From an optimization exercise on the open Yosys and OpenROAD flow, aimed at small area, a short achievable clock period and few clock cycles; shortcuts taken in it are not production practice. Where RTL was checked, it was by simulation tests only, not by an equivalence proof against the original.

==> inputs of build 47 <==
==> flow/design.v <==
package hcas_pkg;
	localparam logic [63:0] FNV_BASIS  = 64'hcbf29ce484222325;
	localparam logic [63:0] GOLDEN_ADD = 64'h9e3779b97f4a7c15;
	localparam logic [63:0] MIX_MUL_A  = 64'hbf58476d1ce4e5b9;
	localparam logic [63:0] MIX_MUL_B  = 64'h94d049bb133111eb;
	function automatic logic [40:0] mul_1b3(input logic [31:0] x);
		logic [40:0] w;
		begin
			w = {9'd0, x};
			mul_1b3 = w + (w << 1) + (w << 4) + (w << 5) + (w << 7) + (w << 8);
		end
	endfunction
	function automatic logic [127:0] csa(input logic [63:0] a, input logic [63:0] b,
			input logic [63:0] d);
		csa = {((a & b) | (a & d) | (b & d)) << 1, a ^ b ^ d};
	endfunction
	function automatic logic [23:0] booth16(input logic [16:0] d);
		logic [7:0] t, o, e;
		begin
			t = {d[16], d[14], d[12], d[10], d[8], d[6], d[4], d[2]};
			o = {d[15], d[13], d[11], d[9], d[7], d[5], d[3], d[1]};
			e = {d[14], d[12], d[10], d[8], d[6], d[4], d[2], d[0]};
			booth16 = {t, (t & ~o & ~e) | (~t & o & e), o ^ e};
		end
	endfunction
endpackage
import hcas_pkg::*;
module hcas_mul64 (
	input  logic        sel_b,
	input  logic        first,
	input  logic [23:0] bd,
	input  logic [63:0] s_i,
	input  logic [63:0] c_i,
	output logic [63:0] s_o,
	output logic [63:0] c_o
);
	logic [63:0] c, c2;
	logic [63:0] row [10];
	logic [15:0] negs;
	always_comb begin
		logic [63:0] mag;
		c    = sel_b ? MIX_MUL_B : MIX_MUL_A;
		c2   = c << 1;
		negs = '0;
		for (int r = 0; r < 8; r++) begin
			mag = ({64{bd[r]}} & c) | ({64{bd[8+r]}} & c2);
			row[r + 2] = (mag ^ {64{bd[16+r]}}) << (2 * r);
			negs[2*r] = bd[16+r];
		end
		row[0] = {first ? 48'd0 : s_i[47:0], negs};
		row[1] = {first ? 48'd0 : c_i[47:0], 16'd0};
	end
	logic [63:0] s1a, c1a, s1b, c1b, s1c, c1c;
	logic [63:0] s2a, c2a, s2b, c2b;
	logic [63:0] s3, c3, s4, c4;
	assign {c1a, s1a} = hcas_pkg::csa(row[0], row[1], row[2]);
	assign {c1b, s1b} = hcas_pkg::csa(row[3], row[4], row[5]);
	assign {c1c, s1c} = hcas_pkg::csa(row[6], row[7], row[8]);
	assign {c2a, s2a} = hcas_pkg::csa(s1a, c1a, s1b);
	assign {c2b, s2b} = hcas_pkg::csa(c1b, s1c, c1c);
	assign {c3, s3}   = hcas_pkg::csa(s2a, c2a, s2b);
	assign {c4, s4}   = hcas_pkg::csa(s3, c3, c2b);
	assign {c_o, s_o} = hcas_pkg::csa(s4, c4, row[9]);
endmodule
import hcas_pkg::*;
module hash_chain_anchor_sealer_core (
	input  logic        clk,
	input  logic        arst_n,
	input  logic        in_valid,
	output logic        in_ready,
	input  logic [7:0]  data_byte,
	input  logic        byte_present,
	input  logic        vector_end,
	output logic        out_valid,
	input  logic        out_ready,
	output logic [63:0] anchor,
	output logic [63:0] input_hash,
	output logic [63:0] output_hash,
	output logic [63:0] context_hash
);
	localparam int D = 3;            
	logic       rdy_q, it_v, it_p, it_e;
	logic [7:0] it_b;
	logic       fire;
	assign fire     = in_valid && rdy_q;
	assign in_ready = rdy_q;
	logic [31:0] run_lo, xl, ylo, lo_h;
	logic [40:0] pl;
	logic        hs_v, hs_p, hs_e;
	logic [8:0]  sp;
	logic [23:0] xq;
	assign xl  = run_lo ^ {24'd0, it_b};
	assign pl  = hcas_pkg::mul_1b3(xl);
	assign ylo = it_p ? pl[31:0] : run_lo;
	logic [31:0] run_hi, yh, hh;
	logic [63:0] hv;
	logic        push, pop;
	assign yh   = run_hi + (run_hi << 1) + (run_hi << 4) + (run_hi << 5) + (run_hi << 7)
	            + (run_hi << 8) + {23'd0, sp} + {xq, 8'd0};
	assign hh   = hs_p ? yh : run_hi;
	assign hv   = {hh, lo_h};
	assign push = hs_v && hs_e;
	logic [63:0] q [D];
	logic [2:0]  cnt, cnt_n;
	assign cnt_n = cnt + 3'(push) - 3'(pop);
	always_ff @(posedge clk or negedge arst_n) begin
		if (!arst_n) begin
			rdy_q  <= 1'b1;
			it_v   <= 1'b0;
			hs_v   <= 1'b0;
			run_lo <= FNV_BASIS[31:0];
			run_hi <= FNV_BASIS[63:32];
			cnt    <= 3'd0;
		end else begin
			it_v  <= fire;
			hs_v  <= it_v;
			cnt   <= cnt_n;
			rdy_q <= (cnt_n + 3'(it_v && it_e) + 3'(fire && vector_end)) < 3'(D);
			if (it_v)
				run_lo <= it_e ? FNV_BASIS[31:0] : ylo;
			if (hs_v)
				run_hi <= hs_e ? FNV_BASIS[63:32] : hh;
		end
	end
	always_ff @(posedge clk) begin
		if (fire) begin
			it_b <= data_byte;
			it_p <= byte_present;
			it_e <= vector_end;
		end
		hs_p <= it_p;
		hs_e <= it_e;
		sp   <= pl[40:32];
		xq   <= xl[23:0];
		lo_h <= ylo;
		for (int i = 0; i < D; i++) begin
			if (pop) begin
				if (i == D - 1)
					q[i] <= hv;
				else if (push && 3'(i + 1) == cnt)
					q[i] <= hv;
				else
					q[i] <= q[i + 1];
			end else if (push && 3'(i) == cnt) begin
				q[i] <= hv;
			end
		end
	end
	localparam logic [2:0] P_IDLE = 3'd0, P_MA = 3'd1, P_RA = 3'd2, P_MB = 3'd3, P_RB = 3'd4;
	logic [2:0]  ph;
	logic [1:0]  stg, step;
	logic        first, sel_b, ov_q, mul;
	logic [23:0] bd;
	logic [63:0] s_q, c_q, acc, mq, s_n, c_n;
	logic [63:0] zs, zc, zs1, zc1, add_a, add_b, sum, f_mq, f_acc;
	logic [63:0] in_h, out_h, ctx_h;
	assign pop = (ph == P_IDLE) && (cnt != 3'd0) && (!ov_q || out_ready);
	assign mul = (ph == P_MA) || (ph == P_MB);
	assign {zc1, zs1} = hcas_pkg::csa(GOLDEN_ADD, q[0] << 6, q[0] >> 2);
	assign {zc, zs}   = hcas_pkg::csa(zs1, zc1, acc);
	assign add_a = (ph == P_IDLE) ? zs : s_q;
	assign add_b = (ph == P_IDLE) ? zc : c_q;
	assign sum   = add_a + add_b;
	assign f_mq  = sum ^ ((ph == P_IDLE) ? (sum >> 30) : (sum >> 27));
	assign f_acc = sum ^ (sum >> 31);
	hcas_mul64 u_mul (
		.sel_b (sel_b),
		.first (first),
		.bd    (bd),
		.s_i   (s_q),
		.c_i   (c_q),
		.s_o   (s_n),
		.c_o   (c_n)
	);
	always_ff @(posedge clk or negedge arst_n) begin
		if (!arst_n) begin
			ph    <= P_IDLE;
			stg   <= 2'd0;
			step  <= 2'd0;
			first <= 1'b0;
			sel_b <= 1'b0;
			acc   <= 64'd0;
			ov_q  <= 1'b0;
		end else begin
			if (ph == P_RB && stg == 2'd2)
				ov_q <= 1'b1;
			else if (out_ready)
				ov_q <= 1'b0;
			first <= pop || (ph == P_RA);
			step  <= mul ? step + 2'd1 : 2'd0;
			case (ph)
				P_IDLE: if (pop) begin
					ph    <= P_MA;
					sel_b <= 1'b0;
				end
				P_MA: if (step == 2'd3) ph <= P_RA;
				P_RA: begin
					ph    <= P_MB;
					sel_b <= 1'b1;
				end
				P_MB: if (step == 2'd3) ph <= P_RB;
				default: begin
					ph  <= P_IDLE;
					acc <= f_acc;
					stg <= (stg == 2'd2) ? 2'd0 : stg + 2'd1;
				end
			endcase
		end
	end
	always_ff @(posedge clk) begin
		if (pop || ph == P_RA) begin
			mq <= f_mq << 16;
			bd <= hcas_pkg::booth16(f_mq[63:47]);
		end else begin
			mq <= mq << 16;
			bd <= hcas_pkg::booth16(mq[63:47]);
		end
		if (mul) begin
			s_q <= s_n;
			c_q <= c_n;
		end
		if (pop) begin
			if (stg == 2'd0) in_h  <= q[0];
			if (stg == 2'd1) out_h <= q[0];
			if (stg == 2'd2) ctx_h <= q[0];
		end
	end
	assign out_valid    = ov_q;
	assign anchor       = acc;
	assign input_hash   = in_h;
	assign output_hash  = out_h;
	assign context_hash = ctx_h;
endmodule
==> flow/run.sh <==
#!/bin/bash
# synth_recipe.tcl (not shown) runs the flow's synth.tcl, then flattens the netlist and writes it again
# the make line also repeats each setting of config.mk as NAME=value (left out here)
make -C /OpenROAD-flow-scripts/flow DESIGN_CONFIG=/design/flow/config.mk WORK_HOME=/design/flow/orfs CLKGATE_MAP_FILE= SYNTH_SCRIPT=/design/flow/synth_recipe.tcl finish
==> flow/config.mk <==
export PLATFORM = sky130hd
export DESIGN_NAME = hash_chain_anchor_sealer_core
export DESIGN_NICKNAME = hash_chain_anchor_sealer_core
export VERILOG_FILES = /design/flow/design.v
export SDC_FILE = /design/flow/constraint.sdc
export NUM_CORES = 4
export LEC_CHECK = 0
export CAP_MARGIN = 20
export CORE_MARGIN = 2
export CORE_UTILIZATION = 40
export SETUP_SLACK_MARGIN = 5
export SLEW_MARGIN = 20
==> flow/constraint.sdc <==
create_clock -name core_clock -period 11.0 [get_ports {clk}]
set_input_delay 2.2000 -clock core_clock [delete_from_list [all_inputs] [get_ports {clk}]]
set_output_delay 2.2000 -clock core_clock [all_outputs]
set_load 0.01 [all_outputs]
==> trial 77: changes against build 47 <==
--- a/flow/design.v
+++ b/flow/design.v
@@ -3,6 +3,8 @@
 	localparam logic [63:0] GOLDEN_ADD = 64'h9e3779b97f4a7c15;
 	localparam logic [63:0] MIX_MUL_A  = 64'hbf58476d1ce4e5b9;
 	localparam logic [63:0] MIX_MUL_B  = 64'h94d049bb133111eb;
+	localparam logic [63:0] MIX_MUL_A3 = 64'h3e08d64756aeb12b;    
+	localparam logic [63:0] MIX_MUL_B3 = 64'hbe70dd31399335c1;    
 	function automatic logic [40:0] mul_1b3(input logic [31:0] x);
 		logic [40:0] w;
 		begin
@@ -14,13 +16,12 @@
 			input logic [63:0] d);
 		csa = {((a & b) | (a & d) | (b & d)) << 1, a ^ b ^ d};
 	endfunction
-	function automatic logic [23:0] booth16(input logic [16:0] d);
-		logic [7:0] t, o, e;
+	function automatic logic [23:0] rad4(input logic [15:0] d);
+		logic [7:0] hi, lo;
 		begin
-			t = {d[16], d[14], d[12], d[10], d[8], d[6], d[4], d[2]};
-			o = {d[15], d[13], d[11], d[9], d[7], d[5], d[3], d[1]};
-			e = {d[14], d[12], d[10], d[8], d[6], d[4], d[2], d[0]};
-			booth16 = {t, (t & ~o & ~e) | (~t & o & e), o ^ e};
+			hi = {d[15], d[13], d[11], d[9], d[7], d[5], d[3], d[1]};
+			lo = {d[14], d[12], d[10], d[8], d[6], d[4], d[2], d[0]};
+			rad4 = {hi & lo, hi & ~lo, ~hi & lo};
 		end
 	endfunction
 endpackage
@@ -34,32 +35,27 @@
 	output logic [63:0] s_o,
 	output logic [63:0] c_o
 );
-	logic [63:0] c, c2;
+	logic [63:0] c1, c2, c3;
 	logic [63:0] row [10];
-	logic [15:0] negs;
 	always_comb begin
-		logic [63:0] mag;
-		c    = sel_b ? MIX_MUL_B : MIX_MUL_A;
-		c2   = c << 1;
-		negs = '0;
-		for (int r = 0; r < 8; r++) begin
-			mag = ({64{bd[r]}} & c) | ({64{bd[8+r]}} & c2);
-			row[r + 2] = (mag ^ {64{bd[16+r]}}) << (2 * r);
-			negs[2*r] = bd[16+r];
-		end
-		row[0] = {first ? 48'd0 : s_i[47:0], negs};
+		c1 = sel_b ? MIX_MUL_B : MIX_MUL_A;
+		c2 = c1 << 1;
+		c3 = sel_b ? MIX_MUL_B3 : MIX_MUL_A3;
+		for (int r = 0; r < 8; r++)
+			row[r + 2] = (({64{bd[r]}} & c1) | ({64{bd[8+r]}} & c2) | ({64{bd[16+r]}} & c3)) << (2 * r);
+		row[0] = {first ? 48'd0 : s_i[47:0], 16'd0};
 		row[1] = {first ? 48'd0 : c_i[47:0], 16'd0};
 	end
 	logic [63:0] s1a, c1a, s1b, c1b, s1c, c1c;
 	logic [63:0] s2a, c2a, s2b, c2b;
-	logic [63:0] s3, c3, s4, c4;
+	logic [63:0] s3, c3_, s4, c4;
 	assign {c1a, s1a} = hcas_pkg::csa(row[0], row[1], row[2]);
 	assign {c1b, s1b} = hcas_pkg::csa(row[3], row[4], row[5]);
 	assign {c1c, s1c} = hcas_pkg::csa(row[6], row[7], row[8]);
 	assign {c2a, s2a} = hcas_pkg::csa(s1a, c1a, s1b);
 	assign {c2b, s2b} = hcas_pkg::csa(c1b, s1c, c1c);
-	assign {c3, s3}   = hcas_pkg::csa(s2a, c2a, s2b);
-	assign {c4, s4}   = hcas_pkg::csa(s3, c3, c2b);
+	assign {c3_, s3}  = hcas_pkg::csa(s2a, c2a, s2b);
+	assign {c4, s4}   = hcas_pkg::csa(s3, c3_, c2b);
 	assign {c_o, s_o} = hcas_pkg::csa(s4, c4, row[9]);
 endmodule
 import hcas_pkg::*;
@@ -151,7 +147,8 @@
 	logic [1:0]  stg, step;
 	logic        first, sel_b, ov_q, mul;
 	logic [23:0] bd;
-	logic [63:0] s_q, c_q, acc, mq, s_n, c_n;
+	logic [63:0] s_q, c_q, acc, s_n, c_n;
+	logic [47:0] mq;
 	logic [63:0] zs, zc, zs1, zc1, add_a, add_b, sum, f_mq, f_acc;
 	logic [63:0] in_h, out_h, ctx_h;
 	assign pop = (ph == P_IDLE) && (cnt != 3'd0) && (!ov_q || out_ready);
@@ -209,11 +206,11 @@
 	end
 	always_ff @(posedge clk) begin
 		if (pop || ph == P_RA) begin
-			mq <= f_mq << 16;
-			bd <= hcas_pkg::booth16(f_mq[63:47]);
+			mq <= f_mq[47:0];
+			bd <= hcas_pkg::rad4(f_mq[63:48]);
 		end else begin
 			mq <= mq << 16;
-			bd <= hcas_pkg::booth16(mq[63:47]);
+			bd <= hcas_pkg::rad4(mq[47:32]);
 		end
 		if (mul) begin
 			s_q <= s_n;
==> flow/flow/run.sh (new file) <==
#!/bin/bash
set -euo pipefail
bash standard.sh SETUP_SLACK_MARGIN=6.5 finish > standard_flow.log 2>&1
==> flow/standard.sh (new file) <==
#!/bin/bash
# synth_recipe.tcl (not shown) runs the flow's synth.tcl, then flattens the netlist and writes it again
# the make line also repeats each setting of config.mk as NAME=value (left out here)
make -C /OpenROAD-flow-scripts/flow DESIGN_CONFIG=/design/flow/config.mk WORK_HOME=/design/flow/orfs CLKGATE_MAP_FILE= SYNTH_SCRIPT=/design/flow/synth_recipe.tcl "${@:-finish}"
--- a/flow/config.mk
+++ b/flow/config.mk
@@ -8,5 +8,4 @@
 export CAP_MARGIN = 20
 export CORE_MARGIN = 2
 export CORE_UTILIZATION = 40
-export SETUP_SLACK_MARGIN = 5
 export SLEW_MARGIN = 20
removed: flow/run.sh
==> build 1: changes against build 47 <==
--- a/flow/design.v
+++ b/flow/design.v
@@ -3,6 +3,8 @@
 	localparam logic [63:0] GOLDEN_ADD = 64'h9e3779b97f4a7c15;
 	localparam logic [63:0] MIX_MUL_A  = 64'hbf58476d1ce4e5b9;
 	localparam logic [63:0] MIX_MUL_B  = 64'h94d049bb133111eb;
+	localparam logic [63:0] MIX_MUL_A3 = 64'h3e08d64756aeb12b;    
+	localparam logic [63:0] MIX_MUL_B3 = 64'hbe70dd31399335c1;    
 	function automatic logic [40:0] mul_1b3(input logic [31:0] x);
 		logic [40:0] w;
 		begin
@@ -14,13 +16,12 @@
 			input logic [63:0] d);
 		csa = {((a & b) | (a & d) | (b & d)) << 1, a ^ b ^ d};
 	endfunction
-	function automatic logic [23:0] booth16(input logic [16:0] d);
-		logic [7:0] t, o, e;
+	function automatic logic [23:0] rad4(input logic [15:0] d);
+		logic [7:0] hi, lo;
 		begin
-			t = {d[16], d[14], d[12], d[10], d[8], d[6], d[4], d[2]};
-			o = {d[15], d[13], d[11], d[9], d[7], d[5], d[3], d[1]};
-			e = {d[14], d[12], d[10], d[8], d[6], d[4], d[2], d[0]};
-			booth16 = {t, (t & ~o & ~e) | (~t & o & e), o ^ e};
+			hi = {d[15], d[13], d[11], d[9], d[7], d[5], d[3], d[1]};
+			lo = {d[14], d[12], d[10], d[8], d[6], d[4], d[2], d[0]};
+			rad4 = {hi & lo, hi & ~lo, ~hi & lo};
 		end
 	endfunction
 endpackage
@@ -34,32 +35,27 @@
 	output logic [63:0] s_o,
 	output logic [63:0] c_o
 );
-	logic [63:0] c, c2;
+	logic [63:0] c1, c2, c3;
 	logic [63:0] row [10];
-	logic [15:0] negs;
 	always_comb begin
-		logic [63:0] mag;
-		c    = sel_b ? MIX_MUL_B : MIX_MUL_A;
-		c2   = c << 1;
-		negs = '0;
-		for (int r = 0; r < 8; r++) begin
-			mag = ({64{bd[r]}} & c) | ({64{bd[8+r]}} & c2);
-			row[r + 2] = (mag ^ {64{bd[16+r]}}) << (2 * r);
-			negs[2*r] = bd[16+r];
-		end
-		row[0] = {first ? 48'd0 : s_i[47:0], negs};
+		c1 = sel_b ? MIX_MUL_B : MIX_MUL_A;
+		c2 = c1 << 1;
+		c3 = sel_b ? MIX_MUL_B3 : MIX_MUL_A3;
+		for (int r = 0; r < 8; r++)
+			row[r + 2] = (({64{bd[r]}} & c1) | ({64{bd[8+r]}} & c2) | ({64{bd[16+r]}} & c3)) << (2 * r);
+		row[0] = {first ? 48'd0 : s_i[47:0], 16'd0};
 		row[1] = {first ? 48'd0 : c_i[47:0], 16'd0};
 	end
 	logic [63:0] s1a, c1a, s1b, c1b, s1c, c1c;
 	logic [63:0] s2a, c2a, s2b, c2b;
-	logic [63:0] s3, c3, s4, c4;
+	logic [63:0] s3, c3_, s4, c4;
 	assign {c1a, s1a} = hcas_pkg::csa(row[0], row[1], row[2]);
 	assign {c1b, s1b} = hcas_pkg::csa(row[3], row[4], row[5]);
 	assign {c1c, s1c} = hcas_pkg::csa(row[6], row[7], row[8]);
 	assign {c2a, s2a} = hcas_pkg::csa(s1a, c1a, s1b);
 	assign {c2b, s2b} = hcas_pkg::csa(c1b, s1c, c1c);
-	assign {c3, s3}   = hcas_pkg::csa(s2a, c2a, s2b);
-	assign {c4, s4}   = hcas_pkg::csa(s3, c3, c2b);
+	assign {c3_, s3}  = hcas_pkg::csa(s2a, c2a, s2b);
+	assign {c4, s4}   = hcas_pkg::csa(s3, c3_, c2b);
 	assign {c_o, s_o} = hcas_pkg::csa(s4, c4, row[9]);
 endmodule
 import hcas_pkg::*;
@@ -84,7 +80,7 @@
 	logic       fire;
 	assign fire     = in_valid && rdy_q;
 	assign in_ready = rdy_q;
-	logic [31:0] run_lo, xl, ylo, lo_h;
+	logic [31:0] run_lo, xl, ylo;
 	logic [40:0] pl;
 	logic        hs_v, hs_p, hs_e;
 	logic [8:0]  sp;
@@ -93,16 +89,15 @@
 	assign pl  = hcas_pkg::mul_1b3(xl);
 	assign ylo = it_p ? pl[31:0] : run_lo;
 	logic [31:0] run_hi, yh, hh;
-	logic [63:0] hv;
 	logic        push, pop;
 	assign yh   = run_hi + (run_hi << 1) + (run_hi << 4) + (run_hi << 5) + (run_hi << 7)
 	            + (run_hi << 8) + {23'd0, sp} + {xq, 8'd0};
 	assign hh   = hs_p ? yh : run_hi;
-	assign hv   = {hh, lo_h};
 	assign push = hs_v && hs_e;
 	logic [63:0] q [D];
-	logic [2:0]  cnt, cnt_n;
+	logic [2:0]  cnt, cnt_n, wp;
 	assign cnt_n = cnt + 3'(push) - 3'(pop);
+	assign wp    = cnt - 3'(pop);
 	always_ff @(posedge clk or negedge arst_n) begin
 		if (!arst_n) begin
 			rdy_q  <= 1'b1;
@@ -132,18 +127,15 @@
 		hs_e <= it_e;
 		sp   <= pl[40:32];
 		xq   <= xl[23:0];
-		lo_h <= ylo;
 		for (int i = 0; i < D; i++) begin
-			if (pop) begin
-				if (i == D - 1)
-					q[i] <= hv;
-				else if (push && 3'(i + 1) == cnt)
-					q[i] <= hv;
-				else
-					q[i] <= q[i + 1];
-			end else if (push && 3'(i) == cnt) begin
-				q[i] <= hv;
-			end
+			if (it_v && it_e && 3'(i) == cnt_n)
+				q[i][31:0] <= ylo;
+			else if (pop && i < D - 1)
+				q[i][31:0] <= q[i + 1][31:0];
+			if (push && 3'(i) == wp)
+				q[i][63:32] <= hh;
+			else if (pop && i < D - 1)
+				q[i][63:32] <= q[i + 1][63:32];
 		end
 	end
 	localparam logic [2:0] P_IDLE = 3'd0, P_MA = 3'd1, P_RA = 3'd2, P_MB = 3'd3, P_RB = 3'd4;
@@ -151,7 +143,8 @@
 	logic [1:0]  stg, step;
 	logic        first, sel_b, ov_q, mul;
 	logic [23:0] bd;
-	logic [63:0] s_q, c_q, acc, mq, s_n, c_n;
+	logic [63:0] s_q, c_q, acc, s_n, c_n;
+	logic [47:0] mq;
 	logic [63:0] zs, zc, zs1, zc1, add_a, add_b, sum, f_mq, f_acc;
 	logic [63:0] in_h, out_h, ctx_h;
 	assign pop = (ph == P_IDLE) && (cnt != 3'd0) && (!ov_q || out_ready);
@@ -209,16 +202,14 @@
 	end
 	always_ff @(posedge clk) begin
 		if (pop || ph == P_RA) begin
-			mq <= f_mq << 16;
-			bd <= hcas_pkg::booth16(f_mq[63:47]);
+			mq <= f_mq[47:0];
+			bd <= hcas_pkg::rad4(f_mq[63:48]);
 		end else begin
 			mq <= mq << 16;
-			bd <= hcas_pkg::booth16(mq[63:47]);
-		end
-		if (mul) begin
-			s_q <= s_n;
-			c_q <= c_n;
-		end
+			bd <= hcas_pkg::rad4(mq[47:32]);
+		end
+		s_q <= s_n;
+		c_q <= c_n;
 		if (pop) begin
 			if (stg == 2'd0) in_h  <= q[0];
 			if (stg == 2'd1) out_h <= q[0];
==> comparison table <==
metric	trial 77	build 1	build 47
Outcome	complete, no violations	complete, no violations	complete, no violations
Synthesized cell area	0.05827 mm²	0.05628 mm²	0.05953 mm²
Height of the chip	385.7 µm	379.1 µm	389.8 µm
Wire length on met2	103600 µm	87860 µm	101900 µm
Area of all placed cells without fillers	0.07419 mm²	0.06449 mm²	0.06804 mm²
Largest net degree at the start of global routing	92	95	110
Met3 wire len	14040 µm	13450 µm	14910 µm
End of the worst hold path	mq[44]$_DFF_P_	mq[39]$_DFF_P_	mq[53]$_DFF_P_
Multi-input gate area in the final layout	0.03662 mm²	0.03167 mm²	0.03412 mm²
Post-route setup slack	5.656 ns	5.159 ns	5.166 ns
Met2 usage in global routing	0.4799	0.4267	0.4655
First-pass GRT wire length	313100 µm	275900 µm	309500 µm
Worst setup path endpoint	q[1][58]$_DFF_P_	mq[29]$_DFF_P_	q[1][56]$_DFF_P_
Layout Nets	7414	6777	7192
Headroom to the max-slew limit	0.1990	0.2420	0.1606
Clock buffers	122	107	117
Row count	140	137	141
Share of synthesized flip-flops with an asynchronous set or reset	0.1802	0.1877	0.1800
Average size of a mapped cell	10.03 µm²	10.21 µm²	10.07 µm²
Tightest Pin Transition	1.202 ns	1.129 ns	1.250 ns
Number of buffers added by the clock tree synthesis step	90	86	92
Mapped Cells	5808	5512	5911
Worst slack on hold paths	0.4197 ns	0.4053 ns	0.4230 ns
Vias after detailed routing	44260	39460	42820
Testbench counts of build 1, summed over its fixed seeds: cycles 31,171.
No functional check of the RTL was part of build 47 and trial 77.

## static timing again, ports no longer ideal
The flow's constraints put no driver on any port. The routed layouts listed below were extracted and timed again, unchanged, in two steps.
Step 1 assumes that a clkbuf_16 drives the clock port and a buf_2 every other input.
Step 2 moves the port delays by t, midway between the first and last clock arrival at a register: inputs arrive t later, outputs are due t later. That takes back most of the time a late clock gives input paths.
a / b / c = ideal ports / drivers / drivers and shift; a / b = the first two.
run | shift t [ns] | slack for setup (ns) | worst hold slack (ns) | worst setup path at the end
build 47 | 0.782 | 5.166 / 5.166 / 5.166 | 0.423 / 0.423 / 0.423 | register to register
trial 77 | 0.789 | 5.656 / 5.656 / 5.656 | 0.420 / 0.420 / 0.420 | register to register
build 1 | 0.767 | 5.159 / 5.159 / 4.552 | 0.405 / 0.405 / 0.405 | input to register
After both steps every run listed still meets setup and hold. The setup slack of build 1, which loses most, moves by 0.000 ns with the drivers and by -0.607 ns with both steps.
